This design comes from an exercise in tuning for small area on the open sky130 flow, not from production work. At most, simulation tests tie the RTL to the original design; equivalence was not proved. Only the layout flow was run in runs 2 to 4; the RTL was not checked for function there. Power figures rest on the tool's default switching activity, not on a simulated workload.

File: flow/run.sh
#!/bin/bash
# Own layout flow: the standard ORFS flow (standard.sh), with these changes:
#  - synthesis maps adders with ABC instead of the platform's full/half-adder cells, using an
#    area-oriented ABC script (flow/area.abc). It runs once for each of four ABC random seeds,
#    in parallel, and the flow continues from the run with the smallest cell area. Registers
#    are mapped exactly as in the standard synthesis (dfflibmap runs before ABC, untouched);
#  - the port buffers that placement inserts are the smallest buffer, buf_1;
#  - clock tree synthesis uses clkbuf_8 and adds no dummy load cells.
# Each synthesis run logs to synth_<seed>.log and the rest of the flow to own_flow.log (ORFS's
# own per-step logs are under orfs/logs/).
set -euo pipefail
here=$(pwd)
seeds="1 2 3 4"
for s in $seeds; do
  sed "s/SEED/$s/" flow/area.abc > "$here/area_$s.abc"
  sed "s#^  log_cmd abc {\*}\$abc_args\$#  log_cmd abc -script $here/area_$s.abc {*}\$lib_args {*}\$lib_dont_use_args#" \
    "$FLOW_HOME/scripts/synth.tcl" > "$here/synth_mod_$s.tcl"
  grep -q "area_$s.abc" "$here/synth_mod_$s.tcl"
  sed "s#source \$::env(SCRIPTS_DIR)/synth.tcl#source $here/synth_mod_$s.tcl#" synth_recipe.tcl > "$here/own_synth_$s.tcl"
  grep -q "synth_mod_$s.tcl" "$here/own_synth_$s.tcl"
  sed -e "s#SYNTH_SCRIPT=[^ ]*#SYNTH_SCRIPT=$here/own_synth_$s.tcl ADDER_MAP_FILE=#" \
      -e "s#WORK_HOME=[^ ]*#WORK_HOME=$here/syn_$s#" standard.sh > "$here/own_standard_$s.sh"
  grep -q "own_synth_$s.tcl" "$here/own_standard_$s.sh"
  bash "$here/own_standard_$s.sh" synth > "$here/synth_$s.log" 2>&1 &
done
wait
best=""
best_area=""
for s in $seeds; do
  a=$(awk '/Chip area/ {print $NF}' "$here/syn_$s/reports/sky130hd/mixer_multi_ramp/base/synth_stat.txt")
  echo "seed $s: synthesis cell area $a" >> "$here/own_flow.log"
  if [[ -z "$best" ]] || awk -v a="$a" -v b="$best_area" 'BEGIN { exit !(a < b) }'; then
    best=$s
    best_area=$a
  fi
done
echo "using seed $best" >> "$here/own_flow.log"
rm -rf "$here/orfs"
mv "$here/syn_$best" "$here/orfs"
sed -e "s#SYNTH_SCRIPT=[^ ]*#SYNTH_SCRIPT=$here/own_synth_$best.tcl ADDER_MAP_FILE=#" standard.sh > "$here/own_standard.sh"
grep -q "own_synth_$best.tcl" "$here/own_standard.sh"
export BUFFER_PORTS_ARGS="-buffer_cell sky130_fd_sc_hd__buf_1"
export CTS_ARGS="-sink_clustering_enable -repair_clock_nets -dont_use_dummy_load -buf_list sky130_fd_sc_hd__clkbuf_8"
bash "$here/own_standard.sh" >> "$here/own_flow.log" 2>&1
File: flow/area.abc
strash; &get -n; &deepsyn -T 60 -S SEED; &put; &get -n; &dch -f; &nf -p -R 1000; &put
File: standard.sh
#!/bin/bash
# synth_recipe.tcl (not shown) runs the flow's synth.tcl, then flattens the netlist and writes it again
# the make line also repeats each setting of config.mk as NAME=value (left out here)
make -C /OpenROAD-flow-scripts/flow DESIGN_CONFIG=/design/flow/config.mk WORK_HOME=/design/flow/orfs CLKGATE_MAP_FILE= SYNTH_SCRIPT=/design/flow/synth_recipe.tcl "${@:-finish}"
File: config.mk
export PLATFORM = sky130hd
export DESIGN_NAME = mixer_multi_ramp
export DESIGN_NICKNAME = mixer_multi_ramp
export VERILOG_FILES = /design/flow/design.v
export SDC_FILE = /design/flow/constraint.sdc
export NUM_CORES = 4
export LEC_CHECK = 0
export CAP_MARGIN = 20
export CORE_MARGIN = 2
export CORE_UTILIZATION = 65
export GPL_TIMING_DRIVEN = 0
export SLEW_MARGIN = 20
File: constraint.sdc
create_clock -name core_clock -period 10.0 [get_ports {clk}]
set_input_delay 2.0000 -clock core_clock [delete_from_list [all_inputs] [get_ports {clk}]]
set_output_delay 2.0000 -clock core_clock [all_outputs]
set_load 0.01 [all_outputs]
File: design.v
module mixer_multi_ramp (
  input  logic        clk,
  input  logic        rst_n,
  input  logic        bclk,
  input  logic        lrclk,
  input  logic [3:0]  in,
  input  logic [31:0] level,
  input  logic [3:0]  mute,
  output logic        out,
  output logic [23:0] out_p,
  output logic        out_valid,
  output logic        sat
);
  logic        bclk_q, bclk_qq, lrclk_q;
  logic [3:0]  in_q;
  logic        rise_d;
  logic        fall, tog;
  logic        busy, act;
  logic [5:0]  cnt;
  logic [30:0] acc;
  logic [32:0] wide;
  logic        sticky, ovf;
  logic [7:0]  g [4];
  logic [9:0]  bsum;
  logic        first, full, res_en, rot_en, done;
  logic [1:0]  ch, ph;
  logic [7:0]  tgt, gnew;
  logic [8:0]  d;
  logic        over;
  logic [23:0] res;
  logic        out_q;
  logic        sbit;
  assign fall = ~bclk & bclk_q;
  assign tog  = lrclk ^ lrclk_q;
  assign act  = tog | busy;
  assign rise_d = bclk_q & ~bclk_qq;
  always_ff @(posedge clk) begin
    bclk_q  <= bclk;
    bclk_qq <= bclk_q;
    in_q    <= in;
    lrclk_q <= lrclk;
    ph      <= ph + 2'd1;
  end
  assign full   = cnt[5] | (cnt[4] & cnt[3]);
  assign first  = (cnt == 6'd0);
  assign res_en = act & (cnt == 6'd24);
  assign rot_en = act & full;
  assign done   = act & (cnt == 6'd39);
  assign ch     = ph;
  always_ff @(posedge clk) begin
    if (!rst_n) begin
      cnt  <= '0;
      busy <= 1'b0;
    end else begin
      if (tog) busy <= 1'b1;
      else if (done) busy <= 1'b0;
      if (done) cnt <= '0;
      else if (act | (rise_d & ~full)) cnt <= cnt + 6'd1;
    end
  end
  always_comb begin
    bsum = '0;
    for (int i = 0; i < 4; i++) if (in_q[2'(i) + ph] & bclk_q) bsum = bsum + {2'b0, g[i]};
  end
  assign wide = {acc[30], acc, 1'b0} + {23'b0, bsum};
  assign ovf  = (wide[32] != wide[31]) | (wide[31] != wide[30]);
  always_ff @(posedge clk) begin
    if ((rise_d | act) & ~full) begin
      if (first) begin
        acc    <= -{21'b0, bsum};
        sticky <= 1'b0;
      end else if (!sticky) begin
        if (ovf) sticky <= 1'b1;
        else     acc    <= wide[30:0];
      end
    end
  end
  assign tgt  = mute[ch] ? 8'd0 : level[ch*8 +: 8];
  assign gnew = (tgt > g[0]) ? g[0] + 8'd1 : (tgt < g[0]) ? g[0] - 8'd1 : g[0];
  always_ff @(posedge clk) begin
    g[0] <= g[1];
    g[1] <= rst_n ? g[2] : 8'd0;
    g[2] <= g[3];
    g[3] <= !rst_n ? 8'd0 : rot_en ? gnew : g[0];
  end
  assign over = sticky;
  assign res  = over ? {acc[30], {23{~acc[30]}}} : acc[30:7];
  always_comb begin
    sbit = 1'b0;
    for (int k = 0; k < 24; k++) if (cnt == 6'(k)) sbit = out_p[23-k];
  end
  always_ff @(posedge clk) begin
    if (!rst_n) begin
      out_p     <= '0;
      sat       <= 1'b0;
      out_q     <= 1'b0;
    end else begin
      if (res_en) begin
        out_p <= res;
        sat   <= over;
      end
      if (res_en)    out_q <= res[23];
      else if (fall) out_q <= sbit;
    end
  end
  assign out       = out_q;
  assign out_valid = busy & (cnt == 6'd25);
endmodule
==> flow_summary.ini, run 1 <==
[drt]
postRouteAntennaNets = 0
drt_wl_total_um = 12240
dr_total_vias = 4635
firstDrtPassIters = 5
wl_met2_um = 5621
vias_per_cell = 6.131
maxUsedRoutingLayer = met4
remaining_drc_errors = 0
met3_length_um = 779
wl_per_cell_um = 16.19
drtIter0Drc = 314
wl_met1_um = 5658

[sta]
finalSetupViolations = 0
slew_headroom_pct = 31.53
worst_pin_slew_ns = 1.024
fmax_mhz = 108.1
final.setup.tns_ns = 0
report.final.slew_viol_count = 0
hold_viol_final = 0
fin_crit_ns = 9.255
skew_ns = 0.03588
finalCritPeriodShare_pct = 92.55

[cts]
clock-root-buffer = clkbuf_8
cts.sinks = 106
cts-htree-levels = 3
clk-insertion-delay-late_ns = 0.38
cts_tree = done
cts_inserted_buffers = 9
clk_pin_slew_ns = 0.09
hold_buffers = 0
clockBufferDepth = 2

[logic_synthesis]
ys_types = 39
syn-num-nets = 610
async_reset_ff_share_pct = 0
synth_top_area_share_pct = 28.40
ys.flop_type = dfxtp_1
ys_ff_latch = 106
syn_avg_cell_area_um2 = 9.216
yosysTopAreaCell = dfxtp_1
seq_area_frac_synth_pct = 46.82
syn_area_mm2 = 0.005216
syn_inst = 566
synth-edff-count = 32
yosysWarnings = 2
synth_area_leaders = dfxtp_1 28%, edfxtp_1 18%, a21oi_1 5.7%

[critical_path]
slowest_stage = dfxtp_2
cp_num_buf_inv = 2
crit_arrival_ns = 9.36
crit_fanout = 21
path_class = reg2reg
required_ns = 10.10
worstSetupStartpointType = register
cp-end-kind = register
path_delay_family = simple AND/OR/NAND/NOR gates
cp_slowest_stage_delay_ns = 0.42

[floorplan]
die_x_um = 93.58
io_pins = 71
core_mm2 = 0.007767
rows = 32
die_area_mm2 = 0.008757
die_y_um = 93.58
initial_core_util_pct = 67.16

[global_routing]
grt_max_degree = 26
grt_pass1_vias = 4352
grt_pass1_wl_um = 19870
grtUsageTotal_pct = 28.42
antenna_found_initial = 0
grt_remaining_overflow = 0

[place]
placement.io_buffers = 70
hpwlAfterDp_um = 8747
gp_congestion = 0.8341

[pwr]
ir_drop_v = 0.0001235
p_per_area_mw_per_mm2 = 166.6
p_leak_uw = 0.002121

[final_layout]
diodes = 0
regArea_mm2 = 0.002449
multi_input_area_mm2 = 0.002821
syn_to_final_growth_pct = 13.43
drive_gt1_share_pct = 6.116
nets = 700
fill_cells = 597
final_core_util_pct = 76.18

[flow_run]
timing.max_cap.violations = 0

[worst_hold_path]
worst_hold_path_type = reg2reg

[status]
status = timing/DRC/antenna clean
==> layout make-up <==
cell class	count	share of cell area [%]
Clock buffer	9	2.093
Sequential cell	106	41.38
Inverter	7	0.4441
Tap cell	102	2.157
Multi-Input combinational cell	453	47.68
Timing Repair Buffer	79	6.238
==> power breakdown <==
part,internal (uW),total [uW],switching (uW)
logic,79.6,193,114
registers,526,579,52.8
clock network,81.3,214,132
==> path summary, 6_finish.rpt <==
check | depth (start not counted) | endpoint | slack (ns) | from
hold / removal | 0 | g[2][1] | 0.36 | g[3][1]
setup / recovery | 44 | acc[0] | 0.75 | ph[0]
hold reg to reg | 0 | g[2][1] | 0.36 | g[3][1]
setup reg to reg | 44 | acc[0] | 0.75 | ph[0]
==> metal layers <==
layer / up-vias / GRT usage, %
li1: 2267 / -
met2: 152 / 45.92
met1: 2196 / 39.37
met3: 20 / 4.029
met5: - / 0
met4: 0 / 9.783
==> Yosys cell counts, types with 13 or more instances <==
cell type / n
dfxtp_1: 74
nand2_1: 65
a21oi_1: 59
nor2_1: 50
o21ai_0: 40
edfxtp_1: 32
xnor2_1: 30
xor2_1: 26
a221o_1: 23
nand3_1: 21
nor2b_1: 18
and2_0: 13
nor3_1: 13
==> through the flow <==
step / setup slack (ns) / total power [uW] / area (um^2) / std cells / hold WS (ns)
finish: 0.7455 / 985.8 / 5917 / 756 / 0.3554
global route: -0.1247 / 1032 / 5917 / 756 / 0.3645
CTS: 0.08898 / 979.7 / 5829 / 752 / 0.3490
detailed placement: -0.2989 / 772.0 / 5693 / 742 / 0.3566
global placement: -1.562 / 749.0 / 5607 / 738 / 0.3564
floorplan: 0.1360 / 703.7 / 5216 / 566 / 0.3306
==> flip-flops by register name, summed over array words and instances (netlist names), 2 cells and up <==
register,count
cnt,6
g,32
ph,2
in_q,4
out_p,24
acc,31
==> worst reg2reg max path: cells and delay by family, from the launching register on <==
family / cells / cell delay (ns)
buffers and inverters: 2 / 0.35
and+or+nand+nor: 21 / 3.81
xor gates and xnor gates: 5 / 1.01
adders and majority gates: 4 / 1.44
AOI/OAI and AO/OA: 12 / 1.99
DFF: 1 / 0.42
==> cell usage in the layout (no fill, tap or decap), types with 3 or more instances in the layout <==
cell type	count
xnor2_1	29
and3_1	6
clkinv_1	7
xor2_1	25
a21boi_0	8
nor2b_1	10
a21oi_1	56
a21oi_2	3
nand2b_1	11
and2_0	12
clkbuf_8	9
nand3b_1	4
nand2_1	65
a221o_1	23
edfxtp_1	32
dfxtp_1	71
nand4_1	5
nor2_1	47
nor2b_2	7
a222oi_1	12
nand3_1	21
o21ai_0	36
a22oi_1	5
a21o_1	11
buf_1	70
nor3_1	13
o21ai_1	3
a22o_1	4
buf_4	5
o21a_1	4
maj3_1	5
==> what timing repair did <==
item	4_1_cts	5_1_grt
gates resized for setup	4	22
buffers inserted	1	4
endpoints found under the setup margin	31	36
pin swaps	0	2
==> cell families (layout without fill, tap and decap cells) <==
group	count (synthesis)	count (layout)	synth area share [%]
flip-flops	106	106	46.82
adder cells (fa/ha/maj)	5	5	0.9595
multiplexers	2	2	0.3838
XOR/XNOR	56	56	9.403
AO/OA/AOI/OAI	175	175	22.19
AND/OR/NAND/NOR	215	215	19.74
buffers and inverters	7	95	0.5038
==> run 2: changes to the inputs <==
--- a/design.v
+++ b/design.v
@@ -13,5 +13,4 @@
 );
   logic        bclk_q, bclk_qq, lrclk_q;
-  logic [3:0]  in_q;
   logic        rise_d;
   logic        fall, tog;
@@ -24,7 +23,6 @@
   logic [9:0]  bsum;
   logic        first, full, res_en, rot_en, done;
-  logic [1:0]  ch, ph;
+  logic [1:0]  ph;
   logic [7:0]  tgt, gnew;
-  logic [8:0]  d;
   logic        over;
   logic [23:0] res;
@@ -38,5 +36,4 @@
     bclk_q  <= bclk;
     bclk_qq <= bclk_q;
-    in_q    <= in;
     lrclk_q <= lrclk;
     ph      <= ph + 2'd1;
@@ -47,5 +44,4 @@
   assign rot_en = act & full;
   assign done   = act & (cnt == 6'd39);
-  assign ch     = ph;
   always_ff @(posedge clk) begin
     if (!rst_n) begin
@@ -61,5 +57,5 @@
   always_comb begin
     bsum = '0;
-    for (int i = 0; i < 4; i++) if (in_q[2'(i) + ph] & bclk_q) bsum = bsum + {2'b0, g[i]};
+    for (int i = 0; i < 4; i++) if (in[2'(i) + ph] & bclk_q) bsum = bsum + {2'b0, g[i]};
   end
   assign wide = {acc[30], acc, 1'b0} + {23'b0, bsum};
@@ -76,5 +72,5 @@
     end
   end
-  assign tgt  = mute[ch] ? 8'd0 : level[ch*8 +: 8];
+  assign tgt  = mute[ph] ? 8'd0 : level[ph*8 +: 8];
   assign gnew = (tgt > g[0]) ? g[0] + 8'd1 : (tgt < g[0]) ? g[0] - 8'd1 : g[0];
   always_ff @(posedge clk) begin
@@ -92,7 +88,7 @@
   always_ff @(posedge clk) begin
     if (!rst_n) begin
-      out_p     <= '0;
-      sat       <= 1'b0;
-      out_q     <= 1'b0;
+      out_p <= '0;
+      sat   <= 1'b0;
+      out_q <= 1'b0;
     end else begin
       if (res_en) begin
--- a/config.mk
+++ b/config.mk
@@ -9,4 +9,4 @@
 export CORE_MARGIN = 2
 export CORE_UTILIZATION = 65
-export GPL_TIMING_DRIVEN = 0
+export GPL_TIMING_DRIVEN = 1
 export SLEW_MARGIN = 20
==> run 2 against run 1 <==
Compared with the run above: clock skew barely moved; global-route usage rose by 0.99 points; register-to-register slack improved by 1.0 ns; non-clock buffer count rose by 20; hold slack improved by 0.018 ns; routed wire length rose by 2.1%; synthesized area fell by 0.34%; maximum frequency fell by 0.41%; clock-buffer cell count did not move; total power fell by 0.67%; flip-flop and latch count fell by 4.
==> flow_summary.ini, run 2 <==
[status]
status = timing/DRC/antenna clean

[cts]
clk-insertion-delay-late_ns = 0.38
cts_tree = done
clk_pin_slew_ns = 0.07
clock-root-buffer = clkbuf_8
cts_inserted_buffers = 9
cts-htree-levels = 3
hold_buffers = 0
clockBufferDepth = 2
cts.sinks = 102

[final_layout]
final_common_cell = nand2_1
nets = 722
reg.largest.list = g x32, acc x31, out_p x24
multi_input_area_mm2 = 0.002908
top_register = g
syn_to_final_growth_pct = 16.44
drive_gt1_share_pct = 8.136
largest_reg_flops = 32
regArea_mm2 = 0.002362
diodes = 0
finish.instance_area_mm2 = 0.006053
fill_cells = 549
final_cell_mix = 84 x nand2_1, 70 x dfxtp_1, 70 x buf_1, 55 x a21oi_1, 38 x nor2_1

[drt]
firstDrtPassIters = 7
vias_per_cell = 6.094
dr_total_vias = 4741
drtIter0Drc = 335
remaining_drc_errors = 0
drt_wl_total_um = 12500
met3_length_um = 458
wl_met1_um = 5220
wl_per_cell_um = 16.07
maxUsedRoutingLayer = met4
wl_met2_um = 6668
postRouteAntennaNets = 0

[global_routing]
grtUsageTotal_pct = 29.41
grt_max_degree = 27
grt_remaining_overflow = 0
antenna_found_initial = 0
grt_pass1_wl_um = 20400
grt_pass1_vias = 4373

[sta]
finalSetupViolations = 0
fmax_mhz = 107.6
worst_pin_slew_ns = 0.9131
slew_headroom_pct = 38.99
hold_viol_final = 0
fin_crit_ns = 9.293
report.final.slew_viol_count = 0
skew_ns = 0.03629
setup_slack_ns = 0.7070
finalCritPeriodShare_pct = 92.93

[logic_synthesis]
ys_ff_latch = 102
yosysTopAreaCell = dfxtp_1
synth-edff-count = 32
syn_inst = 567
syn_avg_cell_area_um2 = 9.169
netlist_top_cells_count = 84 x nand2_1, 70 x dfxtp_1, 56 x a21oi_1, 38 x nor2_1, 33 x xnor2_1
async_reset_ff_share_pct = 0
seq_area_frac_synth_pct = 45.44
synth_top_area_share_pct = 26.96
yosysWarnings = 2
synth_most_common_cell = nand2_1
syn_area_mm2 = 0.005199
syn-num-nets = 611
synth_area_leaders = dfxtp_1 27%, edfxtp_1 18%, nand2_1 6.1%
ys_types = 38
ys.flop_type = dfxtp_1

[flow_run]
timing.max_cap.violations = 0

[floorplan]
die_x_um = 93.43
core_mm2 = 0.007727
die_area_mm2 = 0.008729
io_pins = 71
initial_core_util_pct = 67.28
rows = 32
die_y_um = 93.43

[place]
dpl_worst_slack_ns = -0.3893
hpwlAfterDp_um = 9057
dpl-instance-area_mm2 = 0.005791
gp_congestion = 0.8303
placement.io_buffers = 70

[pwr]
p_leak_uw = 0.002168
ir_drop_v = 0.0001015
p_per_area_mw_per_mm2 = 161.8
totalPowerFinal_uw = 979.2

[critical_path]
worstSetupStartpointType = primary input
slowest_stage = maj3_1
required_ns = 10.11
cp_slowest_stage_delay_ns = 0.40
crit_fanout = 16
path_class = in2reg
crit_arrival_ns = 9.40
cp-end-kind = register

[worst_hold_path]
worst_hold_path_type = reg2reg
==> run 2: cell types whose count changed after synthesis, moves of 4 or more <==
cell      change
a21boi_0      +5
a22o_1        -4
and2_0        +4
dfxtp_1       -4
mux2i_1       +4
nand2_1      +19
nand3_1       +5
nor2_1       -12
o21ai_0      -12
or2_0         +7
xor2_1        -4
==> run 2: kinds of logic after synthesis <==
group	share of synthesized area, %
multiplexers	2.238
flip-flops	45.44
XOR/XNOR	9.266
buffers and inverters	0.5055
AND/OR/NAND/NOR	21.06
AO/OA/AOI/OAI	20.72
adder cells (fa/ha/maj)	0.7702
==> run 2: path summary, 6_finish.rpt <==
path                 from       to  slack [ns]  cells after the start
setup / recovery    in[1]  acc[29]        0.71                     47
setup reg to reg    ph[1]  acc[29]        1.79                     47
hold reg to reg   g[3][2]  g[2][2]        0.37                      0
hold / removal    g[3][2]  g[2][2]        0.37                      0
==> run 2: per-layer routing <==
| metal | vias to the layer above | GRT usage (%) |
|---|---|---|
| met3 | 17 | 4.271 |
| met2 | 135 | 54.32 |
| met5 | - | 0 |
| li1 | 2307 | - |
| met1 | 2282 | 35.08 |
| met4 | 0 | 9.069 |
==> run 2: per-stage QoR <==
| stage | util (%) | instances | hold WS (ns) | TNS, ns |
|---|---|---|---|---|
| global placement | 74.94 | 764 | 0.3494 | 0 |
| global route | 78.34 | 778 | 0.3813 | -0.3046 |
| floorplan | - | 567 | 0.3443 | 0 |
| finish | 78.34 | 778 | 0.3735 | 0 |
| detailed placement | 74.94 | 764 | 0.3589 | -12.01 |
| CTS | 76.72 | 774 | 0.3754 | 0 |
==> run 2: timing repair <==
action,in CTS,in global routing
endpoints found under the setup margin,31,36
cloned,1,0
buffers inserted,0,4
pin swaps,0,4
gates resized for setup,1,22
==> run 2: critical path: cells and delay by family <==
family                   cells  cell delay, ns
AO/OA/AOI/OAI               12            1.96
buffers and inverters        3            0.43
multiplexers                 2            0.36
XOR/XNOR                     3            0.55
AND/OR/NAND/NOR             26            3.68
adder cells (fa/ha/maj)      1            0.40
==> run 2: power by group <==
group / switching [uW] / internal (uW) / total [uW]
clock: 127 / 81.2 / 208
sequential: 55.9 / 509 / 565
combinational: 114 / 92.4 / 206
==> run 2: final cells by class <==
cell class / instances / share of cell area [%]
Clock buffer: 9 / 2.046
Sequential cell: 102 / 39.02
Multi-Input combinational cell: 459 / 48.04
Tap cell: 102 / 2.108
Inverter: 7 / 0.4341
Timing Repair Buffer: 99 / 8.351
==> run 3: changes to the inputs <==
--- a/config.mk
+++ b/config.mk
@@ -6,7 +6,7 @@
 export NUM_CORES = 4
 export LEC_CHECK = 0
-export CAP_MARGIN = 20
+export CAP_MARGIN = 0
 export CORE_MARGIN = 2
 export CORE_UTILIZATION = 65
-export GPL_TIMING_DRIVEN = 1
-export SLEW_MARGIN = 20
+export GPL_TIMING_DRIVEN = 0
+export SLEW_MARGIN = 0
==> run 3 against run 2 <==
Compared with the run above: still clean on timing, DRC and antenna; flip-flop and latch count did not move; register-to-register slack got worse by 0.39 ns; first-iteration DRC count up 11%; synthesized cell count unchanged; non-clock buffer count decreased by 12; clock power barely moved; maximum frequency shrank 4.0%; clock-buffer cell count unchanged; synthesized area stayed put; hold slack worse by 0.0035 ns; routed wire length fell by 0.94%; highest routed layer unchanged.
==> flow_summary.ini, run 3 <==
[sta]
finalCritPeriodShare_pct = 96.78
setup_slack_ns = 0.3217
finalSetupViolations = 0
fmax_mhz = 103.3
hold_viol_final = 0
skew_ns = 0.02897
fin_crit_ns = 9.678
final.setup.tns_ns = 0
worst_pin_slew_ns = 1.263
report.final.slew_viol_count = 0
timing.hold.ws_ns = 0.3700
slew_headroom_pct = 15.14

[cts]
cts_inserted_buffers = 9
clock-root-buffer = clkbuf_8
cts-htree-levels = 3
clockBufferDepth = 2
clk_pin_slew_ns = 0.09
cts.sinks = 102
cts_tree = done
clk-insertion-delay-late_ns = 0.36

[critical_path]
r2r-end = acc[28]
required_ns = 10.10
r2r_start = ph[1]
worstRegToRegCells = 44
cp_slowest_stage_delay_ns = 0.43
r2r_slack_ns = 1.40
cp_num_buf_inv = 2
cp-end-kind = register
worstSetupStartpointType = primary input
path_delay_family = simple AND/OR/NAND/NOR gates
crit_arrival_ns = 9.78
slowest_stage = maj3_1
path_class = in2reg
crit_fanout = 16

[place]
hpwlAfterDp_um = 8463
dpl-instance-area_mm2 = 0.005605
placed_cells = 739
placement.io_buffers = 70
gp_congestion = 0.8272
dpl_worst_slack_ns = -1.706

[global_routing]
grt_remaining_overflow = 0
grtUsageTotal_pct = 27.86
grt_pass1_wl_um = 19220
antenna_found_initial = 0
grt_pass1_vias = 4155
grt_max_degree = 27

[final_layout]
drive_gt1_share_pct = 10.39
reg.largest.list = g x32, acc x31, out_p x24
final_cell_mix = 84 x nand2_1, 70 x dfxtp_1, 70 x buf_1, 53 x a21oi_1, 34 x nor2_1
fill_cells = 521
final_common_cell = nand2_1
top_register = g
finish.instance_area_mm2 = 0.006088
final_cells = 766
syn_to_final_growth_pct = 17.11
diodes = 0
largest_reg_flops = 32
nets = 710

[logic_synthesis]
ys.flop_type = dfxtp_1
syn_avg_cell_area_um2 = 9.169
seq_area_frac_synth_pct = 45.44
synth-edff-count = 32
syn_area_mm2 = 0.005199
syn_inst = 567
ys_ff_latch = 102
synth_most_common_cell = nand2_1
yosysTopAreaCell = dfxtp_1
yosysWarnings = 2
ys_types = 38
synth_top_area_share_pct = 26.96
netlist_top_cells_count = 84 x nand2_1, 70 x dfxtp_1, 56 x a21oi_1, 38 x nor2_1, 33 x xnor2_1
syn-num-nets = 611
synth_area_leaders = dfxtp_1 27%, edfxtp_1 18%, nand2_1 6.1%
async_reset_ff_share_pct = 0

[status]
status = timing/DRC/antenna clean

[drt]
drtIter0Drc = 373
vias_per_cell = 6.039
drt_wl_total_um = 12390
dr_total_vias = 4626
firstDrtPassIters = 5
remaining_drc_errors = 0
wl_per_cell_um = 16.17
postRouteAntennaNets = 0

[floorplan]
rows = 32
die_area_mm2 = 0.008729
initial_core_util_pct = 67.28
core_mm2 = 0.007727
die_y_um = 93.43
io_pins = 71
die_x_um = 93.43

[pwr]
ir_drop_v = 0.00009088
p_per_area_mw_per_mm2 = 160.7
p_leak_uw = 0.002132

[worst_hold_path]
worst_hold_path_type = reg2reg
hp-start = g[3][5]
hold_path_depth = 0
min_to = g[2][5]

[flow_run]
timing.max_cap.violations = 0
[run 3: cell counts after synthesis]
No cell type changed its count.
[run 3: where the power goes]
group / switching, uW / internal, uW
clock: 124 / 81.2
sequential: 58.8 / 509
combinational: 114 / 90.2
total: 298 / 681
[run 3: layout make-up]
class / count / area [um^2] / share of cell area [%]
clock buffers: 9 / 123.9 / 2.035
well taps: 102 / 127.6 / 2.096
multi-input cells: 459 / 3045 / 50.02
repair buffers: 87 / 402.9 / 6.617
flip-flops and latches: 102 / 2362 / 38.80
inverters: 7 / 26.28 / 0.4316
[run 3: worst max path at each step]
| stage | start | end | slack, ns | cells past startpoint |
|---|---|---|---|---|
| finish | in[3] | acc[28] | 0.32 | 44 |
| global route | in[3] | acc[29] | -0.13 | 44 |
| CTS | in[1] | acc[28] | 0.02 | 47 |
| detailed placement | in[1] | acc[0] | -1.71 | 46 |
| global placement | in[1] | acc[0] | -1.35 | 46 |
| floorplan | in[3] | acc[0] | 0.004 | 44 |
[run 3: worst register-to-register path: cells and delay by family, from the launching register on]
family	cells	cell delay, ns
XOR/XNOR	1	0.18
flip-flops	1	0.62
multiplexers	2	0.47
AO/OA/AOI/OAI	12	2.17
AND/OR/NAND/NOR	24	3.54
adder cells (fa/ha/maj)	3	1.07
buffers and inverters	2	0.32
[run 3: stage by stage]
stage | utilization, % | power (uW)
final | 78.79 | 978.3
after global routing | 78.79 | 1024
after CTS | 75.57 | 967.8
after detailed placement | 72.54 | 744.4
after global placement | 72.51 | 732.1
after floorplan | - | 687.2
[run 3: timing repair]
action                     4_1_cts  5_1_grt
cloned                           1        0
resized for setup               20       34
buffers inserted                 4       13
hold buffers                     0        0
setup endpoints to repair       37       37
pin swaps                        1       10
[run 3: cells by family after synthesis]
group	Yosys count	share of synthesized area (%)
adders and majority gates	4	0.7702
buffers and inverters	7	0.5055
DFF	102	45.44
AOI/OAI and AO/OA	160	20.72
and+or+nand+nor	230	21.06
xor gates and xnor gates	55	9.266
muxes	9	2.238
[run 3: routing by layer]
layer / track usage (%) / routed length, um / vias to the layer above
met1: 34.42 / 5230 / 2191
met5: 0 / 0 / -
li1: - / - / 2278
met3: 4.029 / 583 / 13
met2: 50.00 / 6448 / 144
met4: 8.824 / 124 / 0
==> run 4: changes to the inputs <==
--- a/design.v
+++ b/design.v
@@ -13,4 +13,5 @@
 );
   logic        bclk_q, bclk_qq, lrclk_q;
+  logic [3:0]  in_q;
   logic        rise_d;
   logic        fall, tog;
@@ -22,4 +23,5 @@
   logic [7:0]  g [4];
   logic [9:0]  bsum;
+  logic [7:0]  term [4];
   logic        first, full, res_en, rot_en, done;
   logic [1:0]  ph;
@@ -36,4 +38,5 @@
     bclk_q  <= bclk;
     bclk_qq <= bclk_q;
+    in_q    <= in;
     lrclk_q <= lrclk;
     ph      <= ph + 2'd1;
@@ -56,7 +59,7 @@
   end
   always_comb begin
-    bsum = '0;
-    for (int i = 0; i < 4; i++) if (in[2'(i) + ph] & bclk_q) bsum = bsum + {2'b0, g[i]};
+    for (int i = 0; i < 4; i++) term[i] = (in_q[2'(i) + ph] & bclk_q) ? g[i] : 8'd0;
   end
+  assign bsum = ({2'b0, term[0]} + {2'b0, term[1]}) + ({2'b0, term[2]} + {2'b0, term[3]});
   assign wide = {acc[30], acc, 1'b0} + {23'b0, bsum};
   assign ovf  = (wide[32] != wide[31]) | (wide[31] != wide[30]);
@@ -67,6 +70,6 @@
         sticky <= 1'b0;
       end else if (!sticky) begin
-        if (ovf) sticky <= 1'b1;
-        else     acc    <= wide[30:0];
+        acc    <= wide[30:0];
+        sticky <= ovf;
       end
     end
@@ -81,5 +84,5 @@
   end
   assign over = sticky;
-  assign res  = over ? {acc[30], {23{~acc[30]}}} : acc[30:7];
+  assign res  = over ? {~acc[30], {23{acc[30]}}} : acc[30:7];
   always_comb begin
     sbit = 1'b0;
--- a/config.mk
+++ b/config.mk
@@ -6,7 +6,7 @@
 export NUM_CORES = 4
 export LEC_CHECK = 0
-export CAP_MARGIN = 0
+export CAP_MARGIN = 20
 export CORE_MARGIN = 2
 export CORE_UTILIZATION = 65
 export GPL_TIMING_DRIVEN = 0
-export SLEW_MARGIN = 0
+export SLEW_MARGIN = 20
==> run 4 against run 3 <==
Compared with the run above: routed wire length shrank 4.0%; critical path depth shrank 5; maximum frequency grew 8.9%; first-iteration DRC count shrank 27%; clock skew grew 0.0019 ns; clock-buffer cell count is the same; sequential power shrank 4.4%; synthesized cell count shrank 3.2%; register-to-register slack lost 0.28 ns; largest power group unchanged.
==> flow_summary.ini, run 4 <==
[status]
status = timing/DRC/antenna clean

[final_layout]
nets = 675
syn_to_final_growth_pct = 10.89
reg.largest.list = g x32, acc x31, out_p x24
final_cell_mix = 78 x nand2_1, 74 x dfxtp_1, 70 x buf_1, 42 x nor2_1, 36 x o21ai_0
diodes = 0
top_register = g
drive_gt1_share_pct = 2.226
largest_reg_flops = 32
final_common_cell = nand2_1

[drt]
met3_length_um = 519
maxUsedRoutingLayer = met4
vias_per_cell = 6.123
firstDrtPassIters = 5
wl_met1_um = 5142
dr_total_vias = 4476
drt_wl_total_um = 11890
drtIter0Drc = 274
remaining_drc_errors = 0
wl_per_cell_um = 16.27
wl_met2_um = 6080
postRouteAntennaNets = 0

[logic_synthesis]
synth_most_common_cell = nand2_1
ys_ff_latch = 106
seq_area_frac_synth_pct = 46.82
synth_top_area_share_pct = 28.40
syn_avg_cell_area_um2 = 9.501
ys.flop_type = dfxtp_1
ys_types = 41
netlist_top_cells_count = 78 x nand2_1, 74 x dfxtp_1, 43 x nor2_1, 36 x o21ai_0, 33 x xnor2_1
async_reset_ff_share_pct = 0
syn_area_mm2 = 0.005216
yosysWarnings = 3
syn_inst = 549
synth-edff-count = 32
syn-num-nets = 593
yosysTopAreaCell = dfxtp_1
synth_area_leaders = dfxtp_1 28%, edfxtp_1 18%, nand2_1 5.6%

[cts]
cts-htree-levels = 3
clock-root-buffer = clkbuf_8
cts_inserted_buffers = 9
clockBufferDepth = 2
postCtsSetupBuffers = 0
cts_tree = done
clk_pin_slew_ns = 0.10
clk-insertion-delay-late_ns = 0.37
cts.sinks = 106

[place]
hpwlAfterDp_um = 8625
gp_congestion = 0.8305
dpl_worst_slack_ns = 0.9047
placement.io_buffers = 70

[worst_hold_path]
hp-start = g[1][7]
min_to = g[0][7]
hold_path_depth = 0
worst_hold_path_type = reg2reg

[sta]
hold_viol_final = 0
finalCritPeriodShare_pct = 88.84
report.final.slew_viol_count = 0
skew_ns = 0.03091
worst_pin_slew_ns = 0.9501
fin_crit_ns = 8.884
final.setup.tns_ns = 0
rsz0062_at_grt = no
timing.hold.ws_ns = 0.3475
slew_headroom_pct = 36.66
finalSetupViolations = 0
setup_slack_ns = 1.116
fmax_mhz = 112.6

[global_routing]
grtUsageTotal_pct = 29.12
grt_max_degree = 27
grt_pass1_wl_um = 20360
grt_remaining_overflow = 0
antenna_found_initial = 0
grt_pass1_vias = 4440

[pwr]
p_leak_uw = 0.002045
ir_drop_v = 0.00007673
p_per_area_mw_per_mm2 = 151.8

[critical_path]
r2r-end = sticky
path_class = reg2reg
required_ns = 10.07
slowest_stage = dfxtp_1
startpoint = ph[1]
r2r_start = ph[1]
cp-end-kind = register
crit_path_frequent_cell = and2_0
crit_arrival_ns = 8.95
cp_slowest_stage_delay_ns = 0.57
r2r_slack_ns = 1.12
worstRegToRegCells = 39
worstSetupStartpointType = register
crit_fanout = 9

[floorplan]
rows = 32
die_y_um = 93.58
die_area_mm2 = 0.008757
core_mm2 = 0.007767
io_pins = 71
initial_core_util_pct = 67.16
die_x_um = 93.58

[flow_run]
timing.max_cap.violations = 0
-- run 4: repair_timing --
action | CTS | global route
gates resized for setup | 0 | 2
hold buffers | 0 | 0
setup endpoints to repair | 0 | 1
-- run 4: metal layers --
metal / GRT usage (%) / vias to the layer above
met5: 0 / -
met4: 10.02 / 0
met3: 4.271 / 16
met2: 51.26 / 123
met1: 36.57 / 2135
li1: - / 2202
-- run 4: power breakdown --
group | internal (uW) | total [uW] | leakage (uW) | switching [uW]
logic | 50.8 | 124 | 0.00104 | 73.0
registers | 502 | 543 | 0.000939 | 41.3
clock network | 81.3 | 211 | 0.0000647 | 130
total | 634 | 878 | 0.00205 | 244
-- run 4: cell type report --
| class | count | area [um^2] |
|---|---|---|
| clock buffer | 9 | 123.9 |
| fill | 628 | 1983 |
| inverter | 5 | 18.77 |
| multi-input combinational | 438 | 2781 |
| sequential | 106 | 2442 |
| tap | 102 | 127.6 |
| timing repair buffer | 71 | 290.3 |
-- run 4: cell families after synthesis --
| group | Yosys count | synth area share (%) |
|---|---|---|
| AND/OR/NAND/NOR | 207 | 18.85 |
| AO/OA/AOI/OAI | 153 | 20.44 |
| flip-flops | 106 | 46.82 |
| XOR/XNOR | 60 | 10.07 |
| adder cells (fa/ha/maj) | 13 | 2.495 |
| buffers and inverters | 5 | 0.3598 |
| multiplexers | 5 | 0.9595 |
-- run 4: worst max-delay path by stage --
stage | to | slack [ns] | cells past startpoint
2_1_floorplan | sticky | 2.09 | 39
3_3_place_gp | sticky | 1.22 | 39
3_5_place_dp | sticky | 0.90 | 39
4_1_cts | sticky | 0.87 | 39
5_1_grt | sticky | 0.21 | 39
6_report | sticky | 1.12 | 39
-- run 4: metrics by stage --
stage / util [%] / instances / total power (uW) / cell area, um^2
3_3_place_gp: 72.18 / 721 / 661.3 / 5607
3_5_place_dp: 72.71 / 722 / 674.5 / 5648
2_1_floorplan: - / 549 / 623.9 / 5216
6_report: 74.47 / 731 / 878.3 / 5784
5_1_grt: 74.47 / 731 / 917.1 / 5784
4_1_cts: 74.31 / 731 / 876.2 / 5772
-- run 4: critical path: cells and delay by family (launching register included) --
kind            cells  cell delay [ns]
fa+ha+maj           3             1.22
simple gates       27             4.89
xor+xnor            1             0.30
compound gates      7             1.43
mux                 1             0.17
flops               1             0.57
==> run 5: changes to the inputs <==
--- a/design.v
+++ b/design.v
@@ -13,5 +13,4 @@
 );
   logic        bclk_q, bclk_qq, lrclk_q;
-  logic [3:0]  in_q;
   logic        rise_d;
   logic        fall, tog;
@@ -38,5 +37,4 @@
     bclk_q  <= bclk;
     bclk_qq <= bclk_q;
-    in_q    <= in;
     lrclk_q <= lrclk;
     ph      <= ph + 2'd1;
@@ -59,5 +57,5 @@
   end
   always_comb begin
-    for (int i = 0; i < 4; i++) term[i] = (in_q[2'(i) + ph] & bclk_q) ? g[i] : 8'd0;
+    for (int i = 0; i < 4; i++) term[i] = (in[2'(i) + ph] & bclk_q) ? g[i] : 8'd0;
   end
   assign bsum = ({2'b0, term[0]} + {2'b0, term[1]}) + ({2'b0, term[2]} + {2'b0, term[3]});
--- a/config.mk
+++ b/config.mk
@@ -8,5 +8,5 @@
 export CAP_MARGIN = 20
 export CORE_MARGIN = 2
-export CORE_UTILIZATION = 65
+export CORE_UTILIZATION = 70
 export GPL_TIMING_DRIVEN = 0
 export SLEW_MARGIN = 20
==> run 5 against run 4 <==
Compared with the run above: core utilization rose by 5.4 points; combinational power rose by 14%; cell count fell by 3.0%; critical path depth fell by 5; critical endpoint unchanged; first-iteration DRC count fell by 11%; largest cell class unchanged; sequential power barely moved.
==> flow_summary.ini, run 5 <==
[sta]
fmax_mhz = 107.9
finalCritPeriodShare_pct = 92.67
worst_pin_slew_ns = 0.9563
finalSetupViolations = 0
slew_headroom_pct = 36.18
skew_ns = 0.03790
setup_slack_ns = 0.7333
fin_crit_ns = 9.267
report.final.slew_viol_count = 0
rsz0062_at_grt = no
timing.hold.ws_ns = 0.3482
hold_viol_final = 0

[critical_path]
cp_slowest_stage_delay_ns = 0.44
crit_fanout = 8
slowest_stage = maj3_1
path_class = in2reg
required_ns = 10.07
crit_path_frequent_cell = maj3_1
startpoint = in[2]
worstSetupStartpointType = primary input
r2r_start = ph[1]
cp-end-kind = register
crit_arrival_ns = 9.33

[logic_synthesis]
syn_inst = 530
synth-edff-count = 32
async_reset_ff_share_pct = 0
syn_avg_cell_area_um2 = 9.639
syn-num-nets = 574
yosysTopAreaCell = dfxtp_1
synth_top_area_share_pct = 27.43
syn_area_mm2 = 0.005109
ys_ff_latch = 102
ys.flop_type = dfxtp_1
seq_area_frac_synth_pct = 46.24
netlist_top_cells_count = 70 x dfxtp_1, 68 x nand2_1, 38 x xor2_1
synth_most_common_cell = dfxtp_1
yosysWarnings = 3
ys_types = 37
synth_area_leaders = dfxtp_1 27%, edfxtp_1 19%, xor2_1 6.5%

[cts]
clk_pin_slew_ns = 0.08
clk-insertion-delay-late_ns = 0.38
postCtsSetupBuffers = 0
clock-root-buffer = clkbuf_8
clockBufferDepth = 2
cts.sinks = 102
cts_resized = 0
cts_tree = done
cts-htree-levels = 3
cts_inserted_buffers = 9
hold_buffers = 0

[final_layout]
syn_to_final_growth_pct = 12.25
largest_reg_flops = 32
reg.largest.list = g x32, acc x31, out_p x24
nets = 656
drive_gt1_share_pct = 3.279
top_register = g
final_cell_mix = 70 x dfxtp_1, 70 x buf_1, 68 x nand2_1, 38 x xor2_1, 34 x a21oi_1
final_cells = 709
fill_cells = 527
finish.instance_area_mm2 = 0.005734
diodes = 0

[floorplan]
die_x_um = 89.43
die_area_mm2 = 0.007998
core_mm2 = 0.007176
die_y_um = 89.43
rows = 31
initial_core_util_pct = 71.19
io_pins = 71

[place]
placed_cells = 700
dpl_worst_slack_ns = -0.1099
gp_congestion = 0.8431
dpl-instance-area_mm2 = 0.005555
hpwlAfterDp_um = 8331
placement.io_buffers = 70

[drt]
dr_total_vias = 4393
wl_met1_um = 4765
drtIter0Drc = 243
wl_met2_um = 5822
vias_per_cell = 6.196
maxUsedRoutingLayer = met4
remaining_drc_errors = 0
drt_wl_total_um = 11320
wl_per_cell_um = 15.97
met3_length_um = 545
firstDrtPassIters = 6
postRouteAntennaNets = 0

[pwr]
ir_drop_v = 0.00008077
p_leak_uw = 0.001938
p_per_area_mw_per_mm2 = 155.2

[worst_hold_path]
worst_hold_path_type = reg2reg
hp-start = g[1][2]

[status]
status = timing/DRC/antenna clean

[flow_run]
timing.max_cap.violations = 0

[global_routing]
grt_max_degree = 28
grtUsageTotal_pct = 29.22
grt_pass1_vias = 4011
antenna_found_initial = 0
grt_remaining_overflow = 0
grt_pass1_wl_um = 18110
-- run 5: cell types whose count changed after synthesis, moves of 4 or more --
cell / change
a22oi_1: +5
nor2_1: -9
a21oi_1: +4
maj3_1: +4
nand2_1: -10
xor2_1: +11
nor3_1: +4
and2_0: -4
o22ai_1: -4
dfxtp_1: -4
-- run 5: final timing paths --
check | endpoint | slack, ns | cells after the start
worst max-delay path | sticky | 0.73 | 34
worst min-delay path | g[0][2] | 0.35 | 0
worst max register to register | sticky | 1.54 | 35
worst min register to register | g[0][2] | 0.35 | 0
-- run 5: routing by layer --
metal / vias to the layer above / GRT usage, %
met5: - / 0
met4: 0 / 9.498
li1: 2140 / -
met1: 2105 / 34.49
met2: 128 / 54.21
met3: 20 / 4.247
-- run 5: cell type report --
class                      count  area (um^2)  share of cell area, %
timing repair buffer          71        290.3                  5.062
inverter                       7        26.28                 0.4582
tap                           99        123.9                  2.160
multi-input combinational    421         2808                  48.96
clock buffer                   9        123.9                  2.160
sequential                   102         2362                  41.20
-- run 5: cell families after synthesis --
kind of cell | count (synthesis) | share of synthesized area, %
xor gates and xnor gates | 70 | 12.00
DFF | 102 | 46.24
muxes | 4 | 0.7838
adders and majority gates | 17 | 3.331
buffers and inverters | 7 | 0.5144
AOI/OAI and AO/OA | 149 | 20.13
and+or+nand+nor | 181 | 17.00
-- run 5: per-stage QoR --
stage | TNS (ns) | power [uW] | util [%]
2_1_floorplan | 0 | 634.7 | -
3_3_place_gp | 0 | 672.7 | 76.58
3_5_place_dp | -0.2188 | 689.7 | 77.42
4_1_cts | 0 | 887.2 | 79.15
5_1_grt | 0 | 922.4 | 79.91
6_report | 0 | 890.0 | 79.91
-- run 5: where the power goes --
part / internal, uW / total (uW) / switching [uW]
clock network: 81.1 / 205 / 124
logic: 56.4 / 141 / 84.6
registers: 497 / 544 / 47.4
total: 634 / 890 / 256
-- run 5: critical path: cells and delay by family --
kind / cells / cell delay, ns
simple gates: 15 / 3.10
buf+inv: 1 / 0.10
mux: 1 / 0.20
compound gates: 9 / 1.68
xor+xnor: 4 / 0.76
fa+ha+maj: 4 / 1.50
==> run 6: changes to the inputs <==
--- a/config.mk
+++ b/config.mk
@@ -8,5 +8,5 @@
 export CAP_MARGIN = 20
 export CORE_MARGIN = 2
-export CORE_UTILIZATION = 70
+export CORE_UTILIZATION = 74
 export GPL_TIMING_DRIVEN = 0
 export SLEW_MARGIN = 20
==> run 6 against run 5 <==
Compared with the run above: still clean; hold slack gained 0.0029 ns; sequential power grew 1%; non-clock buffer count grew 4; flip-flop and latch count is the same; clock-buffer cell count is the same; clock skew is essentially flat; core utilization grew 5.6 points; cell count shrank 2.1%; total power grew 1.1%; critical path type unchanged; critical endpoint unchanged; largest cell class unchanged; highest routed layer unchanged.
==> flow_summary.ini, run 6 <==
[sta]
slew_headroom_pct = 33.78
rsz0062_at_grt = no
report.final.slew_viol_count = 0
skew_ns = 0.03760
finalCritPeriodShare_pct = 94.79
setup_slack_ns = 0.5214
fmax_mhz = 105.5
hold_viol_final = 0
timing.hold.ws_ns = 0.3511
fin_crit_ns = 9.479
finalSetupViolations = 0
worst_pin_slew_ns = 0.9933
final.setup.tns_ns = 0

[global_routing]
grt_pass1_wl_um = 19760
grt_max_degree = 28
grt_pass1_vias = 4264
grtUsageTotal_pct = 33.23
antenna_found_initial = 0
grt_remaining_overflow = 0

[floorplan]
io_pins = 71
die_area_mm2 = 0.007584
core_mm2 = 0.006719
rows = 30
die_x_um = 87.09
initial_core_util_pct = 76.03
die_y_um = 87.09

[final_layout]
regArea_mm2 = 0.002362
largest_reg_flops = 32
reg.largest.list = g x32, acc x31, out_p x24
final_cell_mix = 70 x dfxtp_1, 70 x buf_1, 68 x nand2_1, 38 x xor2_1, 34 x a21oi_1
diodes = 0
drive_gt1_share_pct = 4.235
top_register = g
syn_to_final_growth_pct = 12.47
final_cells = 694
multi_input_area_mm2 = 0.002813
fill_cells = 388
nets = 660

[cts]
clock-root-buffer = clkbuf_8
clk_pin_slew_ns = 0.07
cts_tree = done
cts_inserted_buffers = 9
clockBufferDepth = 2
cts-htree-levels = 3
hold_buffers = 0
cts.sinks = 102
clk-insertion-delay-late_ns = 0.39

[place]
placement.io_buffers = 70
placed_cells = 681
gp_congestion = 0.8186
dpl_worst_slack_ns = -0.3396
hpwlAfterDp_um = 8569

[logic_synthesis]
synth_area_leaders = dfxtp_1 27%, edfxtp_1 19%, xor2_1 6.5%
async_reset_ff_share_pct = 0
yosysTopAreaCell = dfxtp_1
syn_avg_cell_area_um2 = 9.639
ys_types = 37
syn_inst = 530
netlist_top_cells_count = 70 x dfxtp_1, 68 x nand2_1, 38 x xor2_1
synth-edff-count = 32
yosysWarnings = 3
seq_area_frac_synth_pct = 46.24
syn_area_mm2 = 0.005109
ys_ff_latch = 102
syn-num-nets = 574
ys.flop_type = dfxtp_1
synth_top_area_share_pct = 27.43
synth_most_common_cell = dfxtp_1

[pwr]
totalPowerFinal_uw = 899.7
p_leak_uw = 0.001960
ir_drop_v = 0.0001118
p_per_area_mw_per_mm2 = 156.6

[critical_path]
r2r_slack_ns = 1.33
crit_fanout = 8
worstSetupStartpointType = primary input
path_delay_family = simple AND/OR/NAND/NOR gates
cp_num_buf_inv = 3
path_class = in2reg
crit_path_frequent_cell = maj3_1
cp-end-kind = register
slowest_stage = maj3_1
required_ns = 10.07
cp_slowest_stage_delay_ns = 0.45
crit_arrival_ns = 9.55

[drt]
firstDrtPassIters = 5
drtIter0Drc = 495
vias_per_cell = 6.439
remaining_drc_errors = 0
dr_total_vias = 4469
wl_per_cell_um = 17.53
postRouteAntennaNets = 0
drt_wl_total_um = 12170

[status]
status = timing/DRC/antenna clean

[flow_run]
timing.max_cap.violations = 0

[worst_hold_path]
worst_hold_path_type = reg2reg
-- run 6: cell counts after synthesis --
No cell type changed its count.
-- run 6: final timing paths --
| check | startpoint | cells after the start | to |
|---|---|---|---|
| worst max-delay path | in[3] | 33 | sticky |
| worst min-delay path | g[1][5] | 0 | g[0][5] |
| worst max register to register | ph[1] | 32 | sticky |
| worst min register to register | g[1][5] | 0 | g[0][5] |
-- run 6: cell families (layout without fill, tap and decap cells) --
logic type	after synthesis	in the layout	share of synthesized area (%)
compound gates	149	149	20.13
xor+xnor	70	70	12.00
buf+inv	7	91	0.5144
fa+ha+maj	17	17	3.331
flops	102	102	46.24
mux	4	4	0.7838
simple gates	181	181	17.00
-- run 6: power by group --
part	switching (uW)	leakage, uW	internal, uW
combinational	87.8	0.00100	57.3
sequential	52.8	0.000894	497
clock	124	0.0000647	80.9
total	264	0.00196	635
-- run 6: layer usage --
metal  global-route usage [%]  part of all wire (%)  vias up
li1                         -                     -     2145
met1                    39.80                    39     2089
met2                    59.20                    52      203
met3                    7.299                   6.4       32
met4                    10.51                   2.4        0
met5                        0                     0        -
-- run 6: timing repair --
item                       CTS  global route
gates resized for setup      1            13
setup buffers                0             4
setup endpoints to repair    1             6
-- run 6: final cells by class --
| type | count | area share [%] |
|---|---|---|
| tap | 80 | 1.742 |
| multi-input combinational | 421 | 48.95 |
| clock buffer | 9 | 2.156 |
| sequential | 102 | 41.12 |
| timing repair buffer | 75 | 5.575 |
| inverter | 7 | 0.4573 |
-- run 6: per-stage QoR --
| stage | utilization, % | cell area, um^2 |
|---|---|---|
| 5_1_grt | 85.51 | 5746 |
| 3_5_place_dp | 82.33 | 5532 |
| 6_report | 85.51 | 5746 |
| 4_1_cts | 84.23 | 5659 |
| 3_3_place_gp | 81.43 | 5472 |
| 2_1_floorplan | - | 5109 |
==> run 7: changes to the inputs <==
--- a/config.mk
+++ b/config.mk
@@ -8,5 +8,5 @@
 export CAP_MARGIN = 20
 export CORE_MARGIN = 2
-export CORE_UTILIZATION = 74
+export CORE_UTILIZATION = 65
 export GPL_TIMING_DRIVEN = 0
 export SLEW_MARGIN = 20
==> run 7 against run 6 <==
Compared with the run above: still clean; clock-buffer cell count unchanged; clock skew down 0.00092 ns; cell count up 2.7%; clock power about the same; global-route usage down 6.5 points; flip-flop and latch count unchanged; worst setup slack better by 0.23 ns; sequential power down 1%; routed wire length down 9.0%; final area about the same; critical endpoint unchanged; largest cell class unchanged; largest power group unchanged.
==> flow_summary.ini, run 7 <==
[drt]
firstDrtPassIters = 5
drt_wl_total_um = 11070
vias_per_cell = 6.039
postRouteAntennaNets = 0
remaining_drc_errors = 0
wl_per_cell_um = 15.53
drtIter0Drc = 240
dr_total_vias = 4306

[logic_synthesis]
syn-num-nets = 574
synth-edff-count = 32
syn_avg_cell_area_um2 = 9.639
ys_ff_latch = 102
ys_types = 37
syn_area_mm2 = 0.005109
seq_area_frac_synth_pct = 46.24
async_reset_ff_share_pct = 0
synth_top_area_share_pct = 27.43
ys.flop_type = dfxtp_1
syn_inst = 530
yosysWarnings = 3
netlist_top_cells_count = 70 x dfxtp_1, 68 x nand2_1, 38 x xor2_1
yosysTopAreaCell = dfxtp_1
synth_area_leaders = dfxtp_1 27%, edfxtp_1 19%, xor2_1 6.5%
synth_most_common_cell = dfxtp_1

[pwr]
p_per_area_mw_per_mm2 = 154.0
switching_share_pct = 28.24
ir_drop_v = 0.00008971
clock_power_share_pct = 22.7
p_int_uw = 635.5
p_sw_uw = 250.1
p_leak_uw = 0.001945
totalPowerFinal_uw = 885.5
combPwrFrac_pct = 15.9
seqPwrFrac_pct = 61.4

[global_routing]
grt_pass1_vias = 4097
grt_use_met3_pct = 3.824
grtUsageTotal_pct = 26.75
grt_remaining_overflow = 0
busiest_layer = met2
antenna_found_initial = 0
use_met1_pct = 33.56
grt_pass1_wl_um = 18530
grt_util_met2_pct = 47.32
grt_max_degree = 28

[critical_path]
path_class = in2reg
required_ns = 10.06
crit_fanout = 8
crit_arrival_ns = 9.31
cp-end-kind = register
slowest_stage = maj3_1
crit_path_frequent_cell = maj3_1
worstSetupStartpointType = primary input
cp_slowest_stage_delay_ns = 0.44

[final_layout]
nets = 657
top_register = g
final_cell_mix = 70 x dfxtp_1, 70 x buf_1, 68 x nand2_1, 38 x xor2_1, 34 x a21oi_1
syn_to_final_growth_pct = 12.54
diodes = 0
drive_gt1_share_pct = 3.437
largest_reg_flops = 32
reg.largest.list = g x32, acc x31, out_p x24
finish.instance_area_mm2 = 0.005749
fill_cells = 588

[cts]
clk-insertion-delay-late_ns = 0.37
cts-htree-levels = 3
hold_buffers = 0
cts_tree = done
cts_inserted_buffers = 9
clk_pin_slew_ns = 0.08
clock-root-buffer = clkbuf_8
postCtsSetupBuffers = 0
clockBufferDepth = 2
cts.sinks = 102

[floorplan]
rows = 32
io_pins = 71
core_mm2 = 0.007687
die_x_um = 92.66
die_y_um = 92.66
initial_core_util_pct = 66.46
die_area_mm2 = 0.008585

[sta]
final.setup.tns_ns = 0
finalCritPeriodShare_pct = 92.53
hold_viol_final = 0
report.final.slew_viol_count = 0
finalSetupViolations = 0
slew_headroom_pct = 34.23
fmax_mhz = 108.1
worst_pin_slew_ns = 0.9866
fin_crit_ns = 9.253
skew_ns = 0.03668
rsz0062_at_grt = no

[status]
status = timing/DRC/antenna clean

[place]
dpl-instance-area_mm2 = 0.005570
hpwlAfterDp_um = 8238
placement.io_buffers = 70
gp_congestion = 0.8130

[flow_run]
timing.max_cap.violations = 0

[worst_hold_path]
worst_hold_path_type = reg2reg
==> run 7: cell counts after synthesis <==
Identical to the previous run, type by type.
==> run 7: through the flow <==
| step | util (%) | worst slack [ns] | hold WS, ns | cells |
|---|---|---|---|---|
| after floorplan | - | 1.109 | 0.3306 | 530 |
| after global placement | 71.53 | 0.05296 | 0.3314 | 702 |
| after detailed placement | 72.46 | -0.1302 | 0.3355 | 704 |
| after CTS | 74.07 | 0.2011 | 0.3526 | 713 |
| after global routing | 74.79 | 0.04214 | 0.3624 | 713 |
| final | 74.79 | 0.7472 | 0.3532 | 713 |
==> run 7: area by class of cell <==
| type | count | area (um^2) | area share [%] |
|---|---|---|---|
| repair buffers | 72 | 301.5 | 5.245 |
| well taps | 102 | 127.6 | 2.220 |
| clock buffers | 9 | 123.9 | 2.155 |
| inverters | 7 | 26.28 | 0.4570 |
| flip-flops and latches | 102 | 2362 | 41.09 |
| multi-input cells | 421 | 2808 | 48.84 |
==> run 7: kinds of logic (layout without fill, tap and decap cells) <==
family | count (synthesis) | after routing | share of synthesized area, %
simple gates | 181 | 181 | 17.00
mux | 4 | 4 | 0.7838
buf+inv | 7 | 88 | 0.5144
xor+xnor | 70 | 70 | 12.00
fa+ha+maj | 17 | 17 | 3.331
compound gates | 149 | 149 | 20.13
flops | 102 | 102 | 46.24
==> run 7: per-layer routing <==
metal / share of wire (%) / vias up
met5: 0 / -
met1: 44 / 2023
met3: 4.3 / 18
met4: 1.7 / 0
met2: 50 / 115
li1: - / 2150
==> run 7: power groups by stage <==
stage | logic (uW) | clock network (uW) | registers (uW)
6_report | 141 | 201 | 543
5_1_grt | 157 | 221 | 551
4_1_cts | 140 | 204 | 542
3_5_place_dp | 139 | 0 | 552
3_3_place_gp | 124 | 0 | 551
2_1_floorplan | 94.7 | 0 | 540
==> run 7: worst paths after layout <==
kind,start,end,slack [ns],depth (start not counted)
worst max-delay path,in[0],sticky,0.75,34
worst min-delay path,g[1][3],g[0][3],0.35,0
worst max register to register,ph[1],sticky,1.53,33
worst min register to register,g[1][3],g[0][3],0.35,0
==> run 7: what timing repair did <==
| action | in CTS | in global routing |
|---|---|---|
| gates resized for setup | 0 | 10 |
| endpoints found under the setup margin | 0 | 4 |
| endpoints found under the hold margin | 0 | 0 |
==> run 7: critical path, delay by kind of cell <==
kind            cells  cell delay, ns
compound gates      9            1.48
xor+xnor            4            0.77
fa+ha+maj           4            1.49
buf+inv             1            0.12
mux                 1            0.34
simple gates       15            3.12
==> run 8: changes to the inputs <==
--- a/design.v
+++ b/design.v
@@ -38,5 +38,5 @@
     bclk_qq <= bclk_q;
     lrclk_q <= lrclk;
-    ph      <= ph + 2'd1;
+    ph      <= rst_n ? ph + 2'd1 : 2'd0;
   end
   assign full   = cnt[5] | (cnt[4] & cnt[3]);
==> run 8 against run 7 <==
Compared with the run above: still clean on timing, DRC and antenna; maximum frequency is 2.1% lower; worst setup slack worse by 0.19 ns; flip-flop and latch count did not move; final area rose by 1.5%; routed wire length up 9.3%; critical path type unchanged; critical endpoint unchanged; largest cell class unchanged.
==> flow_summary.ini, run 8 <==
[critical_path]
crit_arrival_ns = 9.52
required_ns = 10.07
worstRegToRegCells = 32
slowest_stage = maj3_1
crit_path_frequent_cell = maj3_1
path_class = in2reg
crit_fanout = 8
worstSetupStartpointType = primary input
cp_slowest_stage_delay_ns = 0.44
cp-end-kind = register

[drt]
wl_per_cell_um = 16.69
vias_per_cell = 6.247
drtIter0Drc = 197
dr_total_vias = 4529
drt_wl_total_um = 12100
postRouteAntennaNets = 0
remaining_drc_errors = 0
firstDrtPassIters = 7

[place]
gp_congestion = 0.8961
placed_cells = 712
placement.io_buffers = 70
hpwlAfterDp_um = 8722

[final_layout]
drive_gt1_share_pct = 5.136
syn_to_final_growth_pct = 14.01
reg.largest.list = g x32, acc x31, out_p x24
final_cells = 725
fill_cells = 580
largest_reg_flops = 32
final_core_util_pct = 75.91
final_cell_mix = 70 x dfxtp_1, 70 x buf_1, 69 x nand2_1, 42 x xnor2_1, 41 x nor2_1
nets = 669
diodes = 0
top_register = g

[pwr]
combPwrFrac_pct = 20.3
switching_share_pct = 31.07
p_sw_uw = 306.2
p_leak_uw = 0.001992
totalPowerFinal_uw = 985.5
p_int_uw = 679.2
ir_drop_v = 0.00009845
p_per_area_mw_per_mm2 = 168.9
seqPwrFrac_pct = 59.0
clock_power_share_pct = 20.8

[logic_synthesis]
synthXorXnorAreaFrac_pct = 12.49
yosysWarnings = 3
netlist_top_cells_count = 70 x dfxtp_1, 69 x nand2_1, 44 x nor2_1, 44 x xnor2_1, 42 x o21ai_0
ys_ff_latch = 102
syn_area_mm2 = 0.005119
synth_compound_area_share_pct = 20.04
synth_top_area_share_pct = 27.38
synth_top_family_by_area = compound AO/OA/AOI/OAI gates
synth-edff-count = 32
ys.flop_type = dfxtp_1
yosysTopAreaCell = dfxtp_1
synth_area_leaders = dfxtp_1 27%, edfxtp_1 19%, xnor2_1 7.5%
yosys.area_share.simple_pct = 16.28
ys_types = 43
yosys-mux-area-fraction_pct = 1.222
seq_area_frac_synth_pct = 46.15
synth_adder_area_share_pct = 3.520
async_reset_ff_share_pct = 0
synth_most_common_cell = dfxtp_1
syn_inst = 535
syn_avg_cell_area_um2 = 9.568
syn-num-nets = 579

[cts]
clock-root-buffer = clkbuf_8
cts-htree-levels = 3
cts.sinks = 102
clk_pin_slew_ns = 0.09
clockBufferDepth = 2
cts_tree = done
cts_inserted_buffers = 9
clk-insertion-delay-late_ns = 0.37
hold_buffers = 0

[status]
status = timing/DRC/antenna clean

[sta]
worst_pin_slew_ns = 0.9895
timing.hold.ws_ns = 0.3519
hold_viol_final = 0
fmax_mhz = 105.9
skew_ns = 0.04226
final.setup.tns_ns = 0
finalCritPeriodShare_pct = 94.47
finalSetupViolations = 0
report.final.slew_viol_count = 0
slew_headroom_pct = 34.03
fin_crit_ns = 9.447

[flow_run]
timing.max_cap.violations = 0

[global_routing]
grt_pass1_wl_um = 19910
grt_remaining_overflow = 0
grt_max_degree = 29
grtUsageTotal_pct = 28.92
antenna_found_initial = 0
grt_pass1_vias = 4429

[floorplan]
die_y_um = 92.74
die_area_mm2 = 0.008601
initial_core_util_pct = 66.59
rows = 32
core_mm2 = 0.007687
io_pins = 71
die_x_um = 92.74

[worst_hold_path]
worst_hold_path_type = reg2reg
hold_path_depth = 0
## run 8: changes by cell type in the layout (fill, tap and decap cells not counted), moves of 4 or more
cell,previous run,this run
xnor2_1,31,42
xor2_1,38,28
a222oi_1,12,8
a22oi_1,8,1
and2_0,18,14
and3_1,8,3
nor2_1,33,41
buf_4,0,4
o22ai_1,4,9
o21ai_0,32,40
## run 8: cells by family (layout without fill, tap and decap cells)
kind of cell    count (synthesis)  in the layout
xor+xnor                       73             73
flops                         102            102
mux                             6              6
compound gates                152            152
fa+ha+maj                      18             18
simple gates                  180            180
buf+inv                         4             92
## run 8: timing repair
item | CTS | global route
endpoints found under the setup margin | 0 | 7
buffers inserted | 0 | 4
hold endpoints to repair | 0 | 0
resized for setup | 0 | 13
## run 8: cell type report
type,count,area [um^2],share of cell area (%)
sequential,102,2362,40.48
inverter,4,15.01,0.2573
clock buffer,9,123.9,2.123
tap,102,127.6,2.187
timing repair buffer,79,365.4,6.261
multi-input combinational,429,2841,48.69
## run 8: power groups by stage
stage          Clock, uW  Combinational, uW  Sequential [uW]
6_report             205                200              581
5_1_grt              220                222              589
4_1_cts              207                193              578
3_5_place_dp           0                189              587
3_3_place_gp           0                171              585
2_1_floorplan          0                133              570
## run 8: worst paths after layout
| kind | slack, ns | end | startpoint |
|---|---|---|---|
| setup / recovery | 0.55 | sticky | in[3] |
| hold / removal | 0.35 | g[0][7] | g[1][7] |
| setup reg to reg | 1.66 | sticky | ph[0] |
| hold reg to reg | 0.35 | g[0][7] | g[1][7] |
## run 8: metrics by stage
step                cell area [um^2]  setup WS [ns]
floorplan                       5119          1.196
global placement                5509         0.1422
detailed placement              5604        -0.1371
CTS                             5728         0.2043
global route                    5836       -0.05159
finish                          5836         0.5532
## run 8: layer usage
layer / wire length, um / part of all wire (%) / global-route usage, %
met5: 0 / 0 / 0
met4: 230 / 1.9 / 10.91
met1: 4870 / 40 / 33.23
met2: 6420 / 53 / 52.86
met3: 581 / 4.8 / 5.858
## run 8: critical path: cells and delay by family
| kind | cells | cell delay [ns] |
|---|---|---|
| AOI/OAI and AO/OA | 6 | 1.12 |
| xor gates and xnor gates | 2 | 0.48 |
| adders and majority gates | 7 | 2.85 |
| buffers and inverters | 3 | 0.43 |
| muxes | 1 | 0.19 |
| and+or+nand+nor | 13 | 2.41 |

[static timing again, ports no longer ideal]
No port has a modelled driver above. Below, the same layouts with a new extraction and two added sets of constraints.
Step 1 (the two cells are an assumption about what drives the block):
set clk [get_ports {clk}]
set_driving_cell -lib_cell sky130_fd_sc_hd__clkbuf_16 $clk
set_driving_cell -lib_cell sky130_fd_sc_hd__buf_2 [delete_from_list [all_inputs] $clk]
Step 2 moves the port delays by t, midway between the first and last clock arrival at a register: inputs arrive t later, outputs are due t later. That takes back most of the time a late clock gives input paths.
Slacks: ideal ports / drivers / drivers and shift; pairs: ideal ports / drivers.
| run | t, ns | setup slack, ns | worst hold slack (ns) | latest minus earliest clock arrival (ns) | slew at the worst register clock pin (ns) |
|---|---|---|---|---|---|
| run 1 | 0.390 | 0.745 / 0.745 / 0.745 | 0.355 / 0.355 / 0.355 | 0.035 / 0.036 | 0.11 / 0.11 |
| run 2 | 0.390 | 0.707 / 0.715 / 0.325 | 0.373 / 0.373 / 0.373 | 0.037 / 0.037 | 0.11 / 0.11 |
| run 3 | 0.383 | 0.322 / 0.324 / -0.059 | 0.370 / 0.370 / 0.370 | 0.030 / 0.030 | 0.11 / 0.11 |
| run 4 | 0.389 | 1.116 / 1.116 / 1.116 | 0.348 / 0.348 / 0.348 | 0.031 / 0.031 | 0.11 / 0.11 |
| run 5 | 0.389 | 0.733 / 0.736 / 0.347 | 0.348 / 0.348 / 0.348 | 0.039 / 0.039 | 0.11 / 0.11 |
| run 6 | 0.400 | 0.521 / 0.521 / 0.121 | 0.351 / 0.351 / 0.351 | 0.038 / 0.038 | 0.11 / 0.11 |
| run 7 | 0.380 | 0.747 / 0.757 / 0.378 | 0.353 / 0.353 / 0.353 | 0.037 / 0.037 | 0.10 / 0.10 |
| run 8 | 0.385 | 0.553 / 0.560 / 0.175 | 0.352 / 0.352 / 0.352 | 0.043 / 0.043 | 0.11 / 0.11 |
Met with ideal ports but missed after step 2: setup timing in run 3. For run 6, which loses most, drivers alone change the setup slack by 0.000 ns; drivers and shift together by -0.400 ns.
